Source: an optimization exercise on an open RTL-to-GDS flow (aim: small area, a short achievable clock period and few clock cycles per item). Production flows keep margins and buffers that such runs may drop.
Only simulation tests tie the RTL to the original design; equivalence was not proved.
Power figures rest on the tool's default switching activity, not on a simulated workload.

## flow/config.mk

```make
export PLATFORM = sky130hd
export DESIGN_NAME = bba_top
export DESIGN_NICKNAME = bba_top
export VERILOG_FILES = /design/flow/design.v
export SDC_FILE = /design/flow/constraint.sdc
export NUM_CORES = 4
export LEC_CHECK = 0
export CAP_MARGIN = 20
export CORE_MARGIN = 2
export CORE_UTILIZATION = 40
export SLEW_MARGIN = 20
```

## flow/constraint.sdc

```tcl
create_clock -name core_clock -period 10.0 [get_ports {clk}]
set_input_delay 2.0000 -clock core_clock [delete_from_list [all_inputs] [get_ports {clk}]]
set_output_delay 2.0000 -clock core_clock [all_outputs]
set_load 0.01 [all_outputs]
```

## flow/design.v

```verilog
package bba_pkg;
    localparam int BLK_W = 14;
    localparam int DEF_NUM_BITS  = 8192;
    localparam int DEF_WORD_BITS = 32;
    localparam logic [BLK_W-1:0] LIMIT_RESET = BLK_W'(8192);
    localparam int LIMIT_MAX = (1 << BLK_W) - 1;
    localparam logic OP_ALLOC = 1'b0;
    localparam logic OP_FREE  = 1'b1;
    typedef enum logic [1:0] {
        ST_DONE    = 2'd0,
        ST_NOSPACE = 2'd1,
        ST_INVALID = 2'd2
    } t_status;
    typedef struct packed {
        logic             op;
        logic [BLK_W-1:0] blk_num;
    } t_req;
    typedef struct packed {
        t_status          status;
        logic [BLK_W-1:0] allocated_block;
        logic [BLK_W-1:0] free_blocks;
    } t_rsp;
    typedef enum logic [2:0] {
        S_CLEAR,
        S_IDLE,
        S_DECIDE,
        S_SCAN,
        S_ALLOC_WR,
        S_FREE_WR
    } t_state;
    typedef struct packed {
        logic    clr_init;
        logic    clr_step;
        logic    scan_init;
        logic    scan_run;
        logic    scan_step;
        logic    free_rd;
        logic    free_wr;
        logic    alloc_wr;
        logic    reply;
        t_status status;
    } t_cmd;
    typedef struct packed {
        logic clr_last;
        logic is_free;
        logic bno_bad;
        logic lim_zero;
        logic chk_vld;
        logic hit;
        logic chk_last;
    } t_stat;
endpackage
module bba_ram #(
    parameter int WIDTH = 32,
    parameter int DEPTH = 256
) (
    input  logic                                  i_clk,
    input  logic                                  i_we,
    input  logic [(DEPTH > 1 ? $clog2(DEPTH) : 1)-1:0] i_waddr,
    input  logic [WIDTH-1:0]                      i_wdata,
    input  logic [(DEPTH > 1 ? $clog2(DEPTH) : 1)-1:0] i_raddr,
    output logic [WIDTH-1:0]                      o_rdata
);
    logic [WIDTH-1:0] r_mem [DEPTH];
    logic [WIDTH-1:0] r_rdata;
    always_ff @(posedge i_clk) begin
        if (i_we) begin
            r_mem[i_waddr] <= i_wdata;
        end
    end
    always_ff @(posedge i_clk) begin
        r_rdata <= r_mem[i_raddr];
    end
    assign o_rdata = r_rdata;
endmodule
module bba_ctrl (
    input  logic           i_clk,
    input  logic           i_rst_n,
    input  logic           i_accept,
    input  logic           i_cfg_we,
    input  bba_pkg::t_stat i_stat,
    output bba_pkg::t_cmd  o_cmd,
    output logic           o_busy
);
    bba_pkg::t_state r_state;
    bba_pkg::t_state n_state;
    always_ff @(posedge i_clk) begin
        if (!i_rst_n) begin
            r_state <= bba_pkg::S_CLEAR;
        end else begin
            r_state <= n_state;
        end
    end
    always_comb begin
        n_state = r_state;
        case (r_state)
            bba_pkg::S_CLEAR: begin
                if (i_stat.clr_last) n_state = bba_pkg::S_IDLE;
            end
            bba_pkg::S_IDLE: begin
                if (i_accept) n_state = bba_pkg::S_DECIDE;
            end
            bba_pkg::S_DECIDE: begin
                if (i_stat.is_free) begin
                    n_state = i_stat.bno_bad ? bba_pkg::S_IDLE : bba_pkg::S_FREE_WR;
                end else begin
                    n_state = i_stat.lim_zero ? bba_pkg::S_IDLE : bba_pkg::S_SCAN;
                end
            end
            bba_pkg::S_SCAN: begin
                if (i_stat.chk_vld && i_stat.hit) begin
                    n_state = bba_pkg::S_ALLOC_WR;
                end else if (i_stat.chk_vld && i_stat.chk_last) begin
                    n_state = bba_pkg::S_IDLE;
                end
            end
            bba_pkg::S_ALLOC_WR: n_state = bba_pkg::S_IDLE;
            bba_pkg::S_FREE_WR:  n_state = bba_pkg::S_IDLE;
            default:    n_state = bba_pkg::S_IDLE;
        endcase
        if (i_cfg_we) n_state = bba_pkg::S_CLEAR;
    end
    always_comb begin
        o_cmd          = '0;
        o_cmd.status   = bba_pkg::ST_DONE;
        o_cmd.clr_init = i_cfg_we;
        case (r_state)
            bba_pkg::S_CLEAR: begin
                o_cmd.clr_step = 1'b1;
            end
            bba_pkg::S_IDLE: begin
            end
            bba_pkg::S_DECIDE: begin
                if (i_stat.is_free) begin
                    if (i_stat.bno_bad) begin
                        o_cmd.reply  = 1'b1;
                        o_cmd.status = bba_pkg::ST_INVALID;
                    end else begin
                        o_cmd.free_rd = 1'b1;
                    end
                end else begin
                    if (i_stat.lim_zero) begin
                        o_cmd.reply  = 1'b1;
                        o_cmd.status = bba_pkg::ST_NOSPACE;
                    end else begin
                        o_cmd.scan_init = 1'b1;
                    end
                end
            end
            bba_pkg::S_SCAN: begin
                o_cmd.scan_run = 1'b1;
                if (i_stat.chk_vld && i_stat.hit) begin
                    o_cmd.scan_step = 1'b0;
                end else if (i_stat.chk_vld && i_stat.chk_last) begin
                    o_cmd.reply  = 1'b1;
                    o_cmd.status = bba_pkg::ST_NOSPACE;
                end else begin
                    o_cmd.scan_step = 1'b1;
                end
            end
            bba_pkg::S_ALLOC_WR: begin
                o_cmd.alloc_wr = 1'b1;
                o_cmd.reply    = 1'b1;
            end
            bba_pkg::S_FREE_WR: begin
                o_cmd.free_wr = 1'b1;
                o_cmd.reply   = 1'b1;
            end
            default: begin
            end
        endcase
    end
    assign o_busy = (r_state != bba_pkg::S_IDLE);
endmodule
module bba_dpath #(
    parameter int NUM_BITS  = bba_pkg::DEF_NUM_BITS,
    parameter int WORD_BITS = bba_pkg::DEF_WORD_BITS
) (
    input  logic                     i_clk,
    input  logic                     i_rst_n,
    input  logic                     i_accept,
    input  bba_pkg::t_req            i_req,
    input  logic                     i_cfg_we,
    input  logic [bba_pkg::BLK_W-1:0] i_cfg_wdata,
    input  bba_pkg::t_cmd            i_cmd,
    output bba_pkg::t_stat           o_stat,
    output logic                     o_done,
    output bba_pkg::t_rsp            o_rsp
);
    localparam int WS        = $clog2(WORD_BITS);
    localparam int MAP_WORDS = (NUM_BITS + WORD_BITS - 1) / WORD_BITS;
    localparam int AW        = (MAP_WORDS > 1) ? $clog2(MAP_WORDS) : 1;
    localparam logic [AW-1:0]    LAST_WORD = AW'(MAP_WORDS - 1);
    localparam logic [bba_pkg::BLK_W-1:0] LIM_CAP   =
        bba_pkg::BLK_W'((NUM_BITS > bba_pkg::LIMIT_MAX) ? bba_pkg::LIMIT_MAX : NUM_BITS);
    logic [bba_pkg::BLK_W-1:0]     r_limit;
    logic [bba_pkg::BLK_W-1:0]     r_free;
    logic [bba_pkg::BLK_W-1:0]     n_free;
    logic                 r_op;
    logic [bba_pkg::BLK_W-1:0]     r_bno;
    logic [AW-1:0]        r_clr_word;
    logic [AW-1:0]        r_rd_word;
    logic [AW-1:0]        r_chk_word;
    logic                 r_chk_vld;
    logic [WORD_BITS-1:0] r_wdata;
    logic [bba_pkg::BLK_W-1:0]     r_alloc_blk;
    logic                 r_done;
    bba_pkg::t_rsp                 r_rsp;
    logic [bba_pkg::BLK_W-1:0]     eff_lim;
    logic [bba_pkg::BLK_W-1:0]     cfg_eff;
    logic [bba_pkg::BLK_W-1:0]     lim_m1;
    logic [AW-1:0]        last_word;
    logic [WS-1:0]        rem;
    logic                 chk_last;
    logic [WORD_BITS-1:0] rd_data;
    logic [WORD_BITS-1:0] mask;
    logic [WORD_BITS-1:0] free_bits;
    logic [WS-1:0]        hit_pos;
    logic                 hit;
    logic [bba_pkg::BLK_W-1:0]     bm1;
    logic [AW-1:0]        free_word;
    logic [WS-1:0]        free_bit;
    logic                 ram_we;
    logic [AW-1:0]        ram_waddr;
    logic [WORD_BITS-1:0] ram_wdata;
    logic [AW-1:0]        ram_raddr;
    assign eff_lim = (r_limit > LIM_CAP) ? LIM_CAP : r_limit;
    assign cfg_eff = (i_cfg_wdata > LIM_CAP) ? LIM_CAP : i_cfg_wdata;
    assign lim_m1    = eff_lim - bba_pkg::BLK_W'(1);
    assign last_word = AW'(lim_m1 >> WS);
    assign rem       = lim_m1[WS-1:0];
    assign chk_last  = (r_chk_word == last_word);
    always_comb begin
        for (int j = 0; j < WORD_BITS; j++) begin
            mask[j] = !chk_last || (WS'(j) <= rem);
        end
    end
    assign free_bits = ~rd_data & mask;
    assign hit       = |free_bits;
    always_comb begin
        hit_pos = '0;
        for (int j = WORD_BITS - 1; j >= 0; j--) begin
            if (free_bits[j]) hit_pos = WS'(j);
        end
    end
    assign bm1       = r_bno - bba_pkg::BLK_W'(1);
    assign free_word = AW'(bm1 >> WS);
    assign free_bit  = bm1[WS-1:0];
    always_ff @(posedge i_clk) begin
        if (i_accept) begin
            r_op  <= i_req.op;
            r_bno <= i_req.blk_num;
        end
    end
    always_ff @(posedge i_clk) begin
        if (!i_rst_n) begin
            r_limit <= bba_pkg::LIMIT_RESET;
        end else if (i_cfg_we) begin
            r_limit <= i_cfg_wdata;
        end
    end
    always_ff @(posedge i_clk) begin
        if (!i_rst_n) begin
            r_clr_word <= '0;
        end else if (i_cmd.clr_init) begin
            r_clr_word <= '0;
        end else if (i_cmd.clr_step && r_clr_word != LAST_WORD) begin
            r_clr_word <= r_clr_word + AW'(1);
        end
    end
    always_ff @(posedge i_clk) begin
        if (!i_rst_n) begin
            r_chk_vld <= 1'b0;
        end else if (i_cmd.scan_init) begin
            r_chk_vld <= 1'b0;
        end else if (i_cmd.scan_step) begin
            r_chk_vld <= 1'b1;
        end
    end
    always_ff @(posedge i_clk) begin
        if (i_cmd.scan_init) begin
            r_rd_word <= '0;
        end else if (i_cmd.scan_step) begin
            r_chk_word <= r_rd_word;
            if (r_rd_word != last_word) r_rd_word <= r_rd_word + AW'(1);
        end
    end
    always_ff @(posedge i_clk) begin
        if (i_cmd.scan_run) begin
            r_wdata     <= rd_data | (WORD_BITS'(1) << hit_pos);
            r_alloc_blk <= bba_pkg::BLK_W'({r_chk_word, hit_pos}) + bba_pkg::BLK_W'(1);
        end
    end
    assign ram_raddr = i_cmd.free_rd ? free_word : r_rd_word;
    assign ram_we    = i_cmd.clr_step | i_cmd.alloc_wr | i_cmd.free_wr;
    always_comb begin
        if (i_cmd.clr_step) begin
            ram_waddr = r_clr_word;
            ram_wdata = '0;
        end else if (i_cmd.alloc_wr) begin
            ram_waddr = r_chk_word;
            ram_wdata = r_wdata;
        end else begin
            ram_waddr = free_word;
            ram_wdata = rd_data & ~(WORD_BITS'(1) << free_bit);
        end
    end
    bba_ram #(
        .WIDTH (WORD_BITS),
        .DEPTH (MAP_WORDS)
    ) u_map (
        .i_clk   (i_clk),
        .i_we    (ram_we),
        .i_waddr (ram_waddr),
        .i_wdata (ram_wdata),
        .i_raddr (ram_raddr),
        .o_rdata (rd_data)
    );
    always_comb begin
        n_free = r_free;
        if (i_cmd.alloc_wr && r_free != '0) begin
            n_free = r_free - bba_pkg::BLK_W'(1);
        end else if (i_cmd.free_wr && r_free < eff_lim) begin
            n_free = r_free + bba_pkg::BLK_W'(1);
        end
    end
    always_ff @(posedge i_clk) begin
        if (!i_rst_n) begin
            r_free <= (bba_pkg::LIMIT_RESET > LIM_CAP) ? LIM_CAP : bba_pkg::LIMIT_RESET;
        end else if (i_cfg_we) begin
            r_free <= cfg_eff;
        end else begin
            r_free <= n_free;
        end
    end
    always_ff @(posedge i_clk) begin
        if (!i_rst_n) begin
            r_done <= 1'b0;
        end else begin
            r_done <= i_cmd.reply;
        end
    end
    always_ff @(posedge i_clk) begin
        if (i_cmd.reply) begin
            r_rsp.status          <= i_cmd.status;
            r_rsp.allocated_block <= i_cmd.alloc_wr ? r_alloc_blk : '0;
            r_rsp.free_blocks     <= n_free;
        end
    end
    always_comb begin
        o_stat          = '0;
        o_stat.clr_last = (r_clr_word == LAST_WORD);
        o_stat.is_free  = (r_op == bba_pkg::OP_FREE);
        o_stat.bno_bad  = (r_bno == '0) || (r_bno > eff_lim);
        o_stat.lim_zero = (eff_lim == '0);
        o_stat.chk_vld  = r_chk_vld;
        o_stat.hit      = hit;
        o_stat.chk_last = chk_last;
    end
    assign o_done = r_done;
    assign o_rsp  = r_rsp;
endmodule
module block_bitmap_allocator_unit #(
    parameter int NUM_BITS  = bba_pkg::DEF_NUM_BITS,
    parameter int WORD_BITS = bba_pkg::DEF_WORD_BITS
) (
    input  logic                      i_clk,
    input  logic                      i_rst_n,
    input  logic                      start,
    input  bba_pkg::t_req             i_req,
    output logic                      busy,
    input  logic                      i_cfg_we,
    input  logic [bba_pkg::BLK_W-1:0] i_cfg_wdata,
    output logic                      o_done,
    output bba_pkg::t_rsp             o_rsp
);
    bba_pkg::t_cmd cmd;
    bba_pkg::t_stat stat;
    logic  accept;
    assign accept = start & ~busy;
    bba_ctrl u_ctrl (
        .i_clk    (i_clk),
        .i_rst_n  (i_rst_n),
        .i_accept (accept),
        .i_cfg_we (i_cfg_we),
        .i_stat   (stat),
        .o_cmd    (cmd),
        .o_busy   (busy)
    );
    bba_dpath #(
        .NUM_BITS  (NUM_BITS),
        .WORD_BITS (WORD_BITS)
    ) u_dpath (
        .i_clk       (i_clk),
        .i_rst_n     (i_rst_n),
        .i_accept    (accept),
        .i_req       (i_req),
        .i_cfg_we    (i_cfg_we),
        .i_cfg_wdata (i_cfg_wdata),
        .i_cmd       (cmd),
        .o_stat      (stat),
        .o_done      (o_done),
        .o_rsp       (o_rsp)
    );
endmodule
module bba_top (
    input  logic        clk,
    input  logic        rst_n,
    input  logic        start,
    input  logic        req_op,
    input  logic [13:0] req_blk,
    output logic        busy,
    input  logic        cfg_we,
    input  logic [13:0] cfg_wdata,
    output logic        done,
    output logic [1:0]  rsp_status,
    output logic [13:0] rsp_block,
    output logic [13:0] rsp_free
);
    bba_pkg::t_req req;
    bba_pkg::t_rsp rsp;
    assign req.op      = req_op;
    assign req.blk_num = req_blk;
    block_bitmap_allocator_unit #(
        .NUM_BITS  (4096),
        .WORD_BITS (32)
    ) u_unit (
        .i_clk       (clk),
        .i_rst_n     (rst_n),
        .start       (start),
        .i_req       (req),
        .busy        (busy),
        .i_cfg_we    (cfg_we),
        .i_cfg_wdata (cfg_wdata),
        .o_done      (done),
        .o_rsp       (rsp)
    );
    assign rsp_status = rsp.status;
    assign rsp_block  = rsp.allocated_block;
    assign rsp_free   = rsp.free_blocks;
endmodule
```

## flow/run.sh

```bash
#!/bin/bash
# synth_recipe.tcl (not shown) runs the flow's synth.tcl, then flattens the netlist and writes it again
# the make line also repeats each setting of config.mk as NAME=value (left out here)
make -C /OpenROAD-flow-scripts/flow DESIGN_CONFIG=/design/flow/config.mk WORK_HOME=/design/flow/orfs CLKGATE_MAP_FILE= SYNTH_SCRIPT=/design/flow/synth_recipe.tcl finish
```

==> results.json <==
{
  "via_per_inst": 5.94,
  "grt_remaining_overflow": 0,
  "dp_hpwl_um": 310000,
  "status": "complete, no violations",
  "remaining_drc_errors": 0,
  "setup.worst_path.start": "u_unit.u_dpath.r_limit[12]$_SDFFE_PN0P_",
  "layout.nets": 11100,
  "cp-endpoint": "u_unit.u_dpath.u_map.r_rdata[13]$_DFF_P_",
  "syn_area_mm2": 0.170,
  "antenna_found_initial": 34,
  "worst_pin_slew_ns": 1.22,
  "yosysTopAreaCellShare": 0.742,
  "die_w_um": 655,
  "leakage_nw": 69.3,
  "synth-compound-area-share": 0.0600,
  "cts.sinks": 4271,
  "cts_resized": 0,
  "reg2reg_from": "u_unit.u_dpath.r_limit[12]$_SDFFE_PN0P_",
  "wl_per_cell_um": 31.0,
  "hp-start": "u_unit.u_dpath.r_clr_word[5]$_SDFFE_PP0P_",
  "clock_latency_ns": 1.03,
  "cts-htree-levels": 5,
  "drive_gt1_frac": 0.145,
  "drt_iter0_drc": 14800,
  "critPathRequiredTime_ns": 10.82,
  "grt_usage": 0.240,
  "wirelength_um": 528000,
  "initial_core_util": 0.401,
  "fin_tns_setup_ns": 0,
  "hold_viol_final": 0,
  "fin_skew_ns": 0.113,
  "synthAdderAreaFrac": 0.00317,
  "numPortBuffers": 63,
  "start_kind": "flip-flop",
  "ant_nets": 0,
  "cp_max_fo": 41,
  "synth-edff-count": 4192,
  "die_y_um": 655,
  "post-route-min-period_ns": 7.57,
  "yosysWarningCount": 3,
  "cp-end-kind": "flip-flop",
  "gp_routability_congestion": 0.908,
  "power_density_mw_per_mm2": 183,
  "yosysMostFrequentCell": "edfxtp_1",
  "synth_xor_area_frac": 0.00282,
  "synth.mux.area_fraction": 0.0900,
  "yosys_most_used_dff": "edfxtp_1",
  "fin_ws_ns": 2.43,
  "rsz0062_at_grt": "false",
  "ir_drop_mv": 0.151,
  "slew-limit-headroom": 0.184,
  "hold_path.class": "flip-flop to flip-flop",
  "path_clk_slew_ns": 0.06,
  "vias": 101000,
  "design.die.area_mm2": 0.429,
  "r2r_slack_ns": 2.43,
  "core-area_mm2": 0.423,
  "io-pin-count": 65,
  "rr_worst_depth": 18,
  "synth_cell_types": 85,
  "pre_cts_slack_ns": 2.35,
  "cap_violations": 0,
  "grt-busiest-layer": "met2",
  "ys_ff_latch": 4271,
  "rows": 239,
  "grt_max_degree": 175,
  "grt.met2_usage": 0.360,
  "use_met1": 0.331,
  "area_growth_syn_to_layout_pct": 14.2,
  "cts_tree": "built",
  "postCtsSetupRepairBufs": 0,
  "finalCritPeriodShare": 0.757,
  "ys_top_cells_by_area": "edfxtp_1 74%, mux2i_1 5.1%, nand2_1 3.9%",
  "r2r-end": "u_unit.u_dpath.u_map.r_rdata[13]$_DFF_P_",
  "grt_pass1_wl_um": 736000,
  "slew_viol_final": 0,
  "synth_top_family_by_area": "multiplexers",
  "finalSetupViolCount": 0,
  "synth_common_cells": "4192 x edfxtp_1, 1773 x nand2_1, 859 x mux2i_1",
  "cts_buffers": 427,
  "grt_pass1_vias": 96800,
  "grtUsageMet3": 0.0552,
  "async_flop_share": 0,
  "cts_max_path_buffers": 4,
  "crit_arrival_ns": 8.38,
  "path_class": "flip-flop to flip-flop",
  "hold_buffers": 0,
  "avgSynthCellArea_um2": 15.7,
  "fin_util": 0.458,
  "yosys.area_share.simple": 0.0759,
  "root_buffer": "clkbuf_16",
  "synth-seq-area-share": 0.751,
  "dr.pass1.iters": 8,
  "synth.largest_area_cell": "edfxtp_1",
  "clock.fmax_mhz": 132,
  "postSynthCellCount": 10800
}
[metrics by stage]
stage	cells	total power, mW	instance area, µm²	hold slack, ns
3_3_place_gp	16200	20.1	180000	0.500
3_5_place_dp	16200	20.1	180000	0.503
5_1_grt	17000	36.2	194000	0.566
6_report	17100	35.4	194000	0.518
2_1_floorplan	10800	19.9	170000	0.406
4_1_cts	17000	35.6	194000	0.511
[how the worst min path moves through the flow]
stage | to | slack (ns) | cells past startpoint
final | u_unit.u_dpath.r_clr_word[5]$_SDFFE_PP0P_ | 0.52 | 2
after CTS | u_unit.u_dpath.r_clr_word[5]$_SDFFE_PP0P_ | 0.51 | 2
after global routing | u_unit.u_dpath.r_clr_word[6]$_SDFFE_PP0P_ | 0.57 | 2
after global placement | u_unit.u_dpath.r_clr_word[5]$_SDFFE_PP0P_ | 0.50 | 2
after detailed placement | u_unit.u_dpath.r_clr_word[5]$_SDFFE_PP0P_ | 0.50 | 2
after floorplan | u_unit.u_dpath.r_chk_word[2]$_DFFE_PP_ | 0.41 | 0
[cell families (layout without fill, tap and decap cells)]
| group | after synthesis | after routing |
|---|---|---|
| adder cells (fa/ha/maj) | 43 | 43 |
| buffers and inverters | 724 | 1305 |
| other | 2 | 23 |
| multiplexers | 1198 | 1198 |
| AND/OR/NAND/NOR | 2987 | 2987 |
| flip-flops | 4271 | 4271 |
| XOR/XNOR | 53 | 53 |
| AO/OA/AOI/OAI | 1509 | 1509 |
[worst max-delay path, cell delays in order (launching register included)]
cell and delay, ns:
dfxtp_1 0.39, nor2_2 0.15, buf_4 0.32, nand2_1 0.19, ha_1 0.34, and4_1 0.21
nand3_1 0.14, o32a_1 0.39, nor3_1 0.47, a21o_1 0.15, buf_4 0.32, a21o_4 0.82
buf_4 0.52, buf_4 0.63, mux4_2 0.60, a2111oi_0 0.89, nor3_1 0.17, a21oi_1 0.46
nand3_1 0.13
[state kept, by name, indices dropped and copies added (netlist names), 13 cells and up]
name / count
u_unit.u_dpath.u_map.r_rdata: 32
u_unit.u_dpath.r_bno: 14
u_unit.u_dpath.u_map.r_mem: 4096
u_unit.u_dpath.r_alloc_blk: 13
u_unit.u_dpath.r_rsp: 29
u_unit.u_dpath.r_limit: 14
u_unit.u_dpath.r_free: 14
u_unit.u_dpath.r_wdata: 32
[cell type report]
type / count / area [µm²]
antenna: 20 / 50.0
clock buffer: 532 / 11300
clock inverter: 250 / 2290
fill: 36000 / 229000
inverter: 55 / 206
multi-input combinational: 5793 / 41200
sequential: 4271 / 127000
tap: 5663 / 7090
timing repair buffer: 468 / 4120
[report_power, final]
group / leakage, nW / internal, mW / switching, mW
Combinational: 18.6 / 0.0944 / 0.206
Sequential: 44.1 / 19.4 / 0.0559
Clock: 6.64 / 8.83 / 6.84
[cells in the final DEF, fill, tap and decap left out, types with 114 or more instances in the layout]
cell       instances
a21oi_1          441
nor2_1           114
o22ai_1          126
edfxtp_1        4192
clkbuf_16        432
buf_4            371
nand3_1          616
mux4_2           254
mux2i_1          855
nor2_4           131
nand2_1         1756
[metal layers]
metal | up-vias | share of wire
met5 | - | 0.00053
met4 | 10 | 0.052
met3 | 893 | 0.11
met2 | 5815 | 0.44
met1 | 52300 | 0.39
li1 | 42300 | -
Testbench counts, summed over its fixed seeds: cycles 318,443, requests 24,000.

[separate check: timing with driven ports]
Ports are ideal in the flow. The routed layout listed here was re-timed in OpenROAD.
Step 1 assumes that a clkbuf_16 drives the clock port and a buf_2 every other input.
Step 2 moves the port delays by t, midway between the first and last clock arrival at a register: inputs arrive t later, outputs are due t later. That takes back most of the time a late clock gives input paths.
a / b / c = ideal / step 1 / step 2; a / b = the first two.
t, ns: 1.093
setup slack, ns: 2.435 / 2.435 / 2.435
clock arrival spread, ns: 0.122 / 0.122
slew at the worst register clock pin (ns): 0.07 / 0.07
pins driven straight from the clock port: 1
After both steps setup and hold are still met in this run. The setup slack of this run moves by 0.000 ns with the drivers and by 0.000 ns with both steps.
